Source: an optimization exercise on an open RTL-to-GDS flow (aim: small area, a short achievable clock period and few clock cycles per item). Production flows keep margins and buffers that such runs may drop.
The RTL was checked by simulation tests, not by an equivalence proof against the original design.
No activity file was given, so power comes from the tool's default toggle rates.

==> flow/design.v (excerpt) <==
module bounded_fifo_with_keyed_removal_core #(
    parameter int DEPTH = 16
) (
    input  logic                              clk,
    input  logic                              rst_n,
    input  logic                              in_valid,
    output logic                              in_ready,
    input  logic [1:0]                        req_type,
    input  logic [bfkr_pkg::FIELD_W-1:0]      proc_num,
    input  logic [bfkr_pkg::FIELD_W-1:0]      arrival_time,
    input  logic [bfkr_pkg::FIELD_W-1:0]      cpu_time,
    input  logic [bfkr_pkg::FIELD_W-1:0]      search_key,
    input  logic                              cfg_valid,
    output logic                              cfg_ready,
    input  logic [bfkr_pkg::LIMIT_W-1:0]      queue_limit,
    output logic                              out_valid,
    input  logic                              out_ready,
    output logic                              status,
    output logic [bfkr_pkg::FIELD_W-1:0]      out_proc_num,
    output logic [bfkr_pkg::FIELD_W-1:0]      out_arrival_time,
    output logic [bfkr_pkg::FIELD_W-1:0]      out_cpu_time,
    output logic                              queue_empty,
    output logic [bfkr_pkg::COUNT_OUT_W-1:0]  record_count
);
==> module bounded_fifo_with_keyed_removal_core, before the edit <==
module bounded_fifo_with_keyed_removal_core #(
    parameter int DEPTH = 16
) (
    input  logic                              clk,
    input  logic                              rst_n,
    input  logic                              in_valid,
    output logic                              in_ready,
    input  logic [1:0]                        req_type,
    input  logic [bfkr_pkg::FIELD_W-1:0]      proc_num,
    input  logic [bfkr_pkg::FIELD_W-1:0]      arrival_time,
    input  logic [bfkr_pkg::FIELD_W-1:0]      cpu_time,
    input  logic [bfkr_pkg::FIELD_W-1:0]      search_key,
    input  logic                              cfg_valid,
    output logic                              cfg_ready,
    input  logic [bfkr_pkg::LIMIT_W-1:0]      queue_limit,
    output logic                              out_valid,
    input  logic                              out_ready,
    output logic                              status,
    output logic [bfkr_pkg::FIELD_W-1:0]      out_proc_num,
    output logic [bfkr_pkg::FIELD_W-1:0]      out_arrival_time,
    output logic [bfkr_pkg::FIELD_W-1:0]      out_cpu_time,
    output logic                              queue_empty,
    output logic [bfkr_pkg::COUNT_OUT_W-1:0]  record_count
);
    localparam int FW = bfkr_pkg::FIELD_W;
    localparam int RW = bfkr_pkg::REC_W;
    localparam int CW = $clog2(DEPTH + 1);
    logic             s1_v;
    logic             s1_enq;
    logic [DEPTH-1:0] s1_slot;
    logic [DEPTH-1:0] s1_hit;
    logic [RW-1:0]    mem [DEPTH];
    logic [DEPTH-1:0] vld;
    logic [DEPTH-1:0] age [DEPTH];
    logic [CW-1:0]    cnt;
    logic [CW-1:0]    lim;
    logic             out_v;
    logic             out_st;
    logic [RW-1:0]    out_rec;
    logic             cnt_zero;
    logic [CW-1:0]    cnt_next;
    logic             slot_free;
    logic             exec;
    logic [DEPTH-1:0] used_n;
    logic [DEPTH-1:0] ffp_n;
    logic [DEPTH-1:0] ffp;
    logic [DEPTH-1:0] hit_in;
    logic             can_enq;
    logic             enq_wait;
    logic             go_r;
    logic             wait_r;
    logic             s1_v_n;
    logic             out_v_n;
    logic             full_n;
    logic [CW-1:0]    lim_n;
    logic [DEPTH-1:0] m;
    logic [DEPTH-1:0] sel;
    logic [RW-1:0]    taken;
    logic             do_enq;
    logic             found;
    assign cfg_ready = 1'b1;
    assign out_valid = out_v && rst_n;
    assign slot_free = !out_v || out_ready;
    assign exec      = s1_v && slot_free;
    assign can_enq   = (cnt < lim);
    assign enq_wait  = (req_type == bfkr_pkg::REQ_ENQ) && wait_r;
    assign in_ready  = (go_r || out_ready) && !enq_wait;
    assign s1_v_n   = in_ready ? in_valid : (s1_v && !exec);
    assign out_v_n  = slot_free ? s1_v : out_v;
    assign full_n   = exec ? (((cnt == CW'(DEPTH - 1)) && do_enq) || ((cnt == CW'(DEPTH)) && !found))
                           : (cnt == CW'(DEPTH));
    assign lim_n    = cfg_valid ? ((queue_limit == '0 || queue_limit > bfkr_pkg::LIMIT_W'(DEPTH))
                                   ? CW'(DEPTH) : CW'(queue_limit))
                                : lim;
    always_comb
    begin
        used_n = vld | ({DEPTH{s1_v && s1_enq}} & s1_slot)
                 | ({DEPTH{in_ready && in_valid && (req_type == bfkr_pkg::REQ_ENQ)}} & ffp);
        for (int s = 0; s < DEPTH; s++)
        begin
            ffp_n[s] = !used_n[s];
            for (int j = 0; j < s; j++)
            begin
                ffp_n[s] = ffp_n[s] && used_n[j];
            end
        end
    end
    always_comb
    begin
        for (int s = 0; s < DEPTH; s++)
        begin
            hit_in[s] = (req_type == bfkr_pkg::REQ_DEQ)
                        || ((req_type == bfkr_pkg::REQ_RET)
                            && (mem[s][2*FW-1:FW] == search_key));
        end
    end
    always_ff @(posedge clk)
    begin
        if (in_ready)
        begin
            s1_enq <= (req_type == bfkr_pkg::REQ_ENQ);
            s1_slot <= ffp;
            s1_hit <= hit_in;
        end
    end
    always_comb
    begin
        m = vld & s1_hit;
        for (int s = 0; s < DEPTH; s++)
        begin
            sel[s] = m[s];
            for (int j = 0; j < DEPTH; j++)
            begin
                if (j < s)
                begin
                    sel[s] = sel[s] && !(m[j] && age[j][s]);
                end
                else if (j > s)
                begin
                    sel[s] = sel[s] && !(m[j] && !age[s][j]);
                end
            end
        end
        found = |m;
    end
    assign do_enq = s1_enq && can_enq;
    always_ff @(posedge clk)
    begin
        for (int s = 0; s < DEPTH; s++)
        begin
            if (ffp[s])
            begin
                mem[s] <= {proc_num, arrival_time, cpu_time};
            end
            for (int j = s + 1; j < DEPTH; j++)
            begin
                if (ffp[s])
                begin
                    age[s][j] <= 1'b0;
                end
                else if (ffp[j])
                begin
                    age[s][j] <= 1'b1;
                end
            end
        end
        if (slot_free)
        begin
            out_st  <= !(do_enq || found);
            out_rec <= taken;
        end
    end
    always_ff @(posedge clk or negedge rst_n)
    begin
        if (!rst_n)
        begin
            s1_v  <= 1'b0;
            out_v <= 1'b0;
            vld   <= '0;
            cnt   <= '0;
            cnt_zero <= 1'b1;
            lim   <= CW'(DEPTH);
            go_r   <= 1'b1;
            wait_r <= 1'b0;
            ffp    <= DEPTH'(1);
        end
        else
        begin
            go_r   <= !s1_v_n || !out_v_n;
            ffp    <= ffp_n;
            wait_r <= !(|ffp_n) && (s1_v_n || !full_n);
            if (in_ready)
            begin
                s1_v <= in_valid;
            end
            else if (exec)
            begin
                s1_v <= 1'b0;
            end
            if (slot_free)
            begin
                out_v <= s1_v;
            end
            if (exec)
            begin
                vld <= (vld & ~sel) | ({DEPTH{do_enq}} & s1_slot);
                cnt      <= cnt_next;
                cnt_zero <= (cnt_next == '0);
            end
            lim <= lim_n;
        end
    end
    assign cnt_next = cnt + CW'(do_enq) - CW'(found);
    always_comb
    begin
        taken = '0;
        for (int s = 0; s < DEPTH; s++)
        begin
            taken = taken | ({RW{sel[s]}} & mem[s]);
        end
    end
    assign status           = out_st;
    assign out_proc_num     = out_rec[3*FW-1:2*FW];
    assign out_arrival_time = out_rec[2*FW-1:FW];
    assign out_cpu_time     = out_rec[FW-1:0];
    assign record_count     = cnt;
    assign queue_empty      = cnt_zero;
endmodule
export LEC_CHECK = 0
export ABC_CLOCK_PERIOD_IN_PS = 3000
export CAP_MARGIN = 20
export CORE_MARGIN = 2
export CORE_UTILIZATION = 55
export SETUP_SLACK_MARGIN = 2.9
export SLEW_MARGIN = 20
create_clock -name core_clock -period 5.5 [get_ports {clk}]
run.sh (not shown) runs the stock make flow with config.mk's settings and CLKGATE_MAP_FILE= SYNTH_SCRIPT=/design/flow/synth_recipe.tcl, a recipe that flattens the netlist after the stock synthesis.
Testbench counts at the start, summed over its fixed seeds: cycles 4,044, items 4,000.
Edit:
--- a/flow/design.v
+++ b/flow/design.v
@@ -198,12 +198,12 @@
             begin
                 vld <= (vld & ~sel) | ({DEPTH{do_enq}} & s1_slot);
                 cnt      <= cnt_next;
-                cnt_zero <= (cnt_next == '0);
+                cnt_zero <= !do_enq && (found ? (cnt == CW'(1)) : cnt_zero);
             end
             lim <= lim_n;
         end
     end
-    assign cnt_next = cnt + CW'(do_enq) - CW'(found);
+    assign cnt_next = do_enq ? (cnt + CW'(1)) : (found ? (cnt - CW'(1)) : cnt);
     always_comb
     begin
         taken = '0;
After rerunning: Final area decreases by 3.0%; global-route usage is higher by 0.20 points; total power goes down by 2.6%; setup slack improves by 330 ps; synthesized area barely changes; fmax climbs by 12%; cell count went down by 1.6%; routed wire length went down by 4.2%; worst hold slack gains 7.4 ps; clock power grows by 4.9%; utilization drops by 2.1 points; first-iteration DRC count is higher by 1.4%; synthesized cell count is lower by 1.0%; sequential share of layout area rises by 1.8 points.
Testbench counts after the change, summed over its fixed seeds: cycles 4,044, items 4,000.

[separate check: timing with driven ports]
The flow's constraints put no driver on any port. The routed layouts listed below were extracted and timed again, unchanged, in two steps. Step 1 assumes that a clkbuf_16 drives the clock port and a buf_2 every other input. Step 2 also shifts input and output timing later by t, the mid clock arrival at the registers, as if the neighbouring blocks saw the same clock. Three values: no drivers, after step 1, after step 2; two values: the first two.
run	t (ns)	slack for setup (ns)	hold WS [ns]
the first run	0.720	2.377 / 2.377 / 2.175	0.480 / 0.480 / 0.480
the second run	0.748	2.710 / 2.710 / 2.120	0.488 / 0.488 / 0.488
After both steps setup and hold are still met in every run listed. For the second run, which loses most, drivers alone change the setup slack by 0.000 ns; drivers and shift together by -0.590 ns.
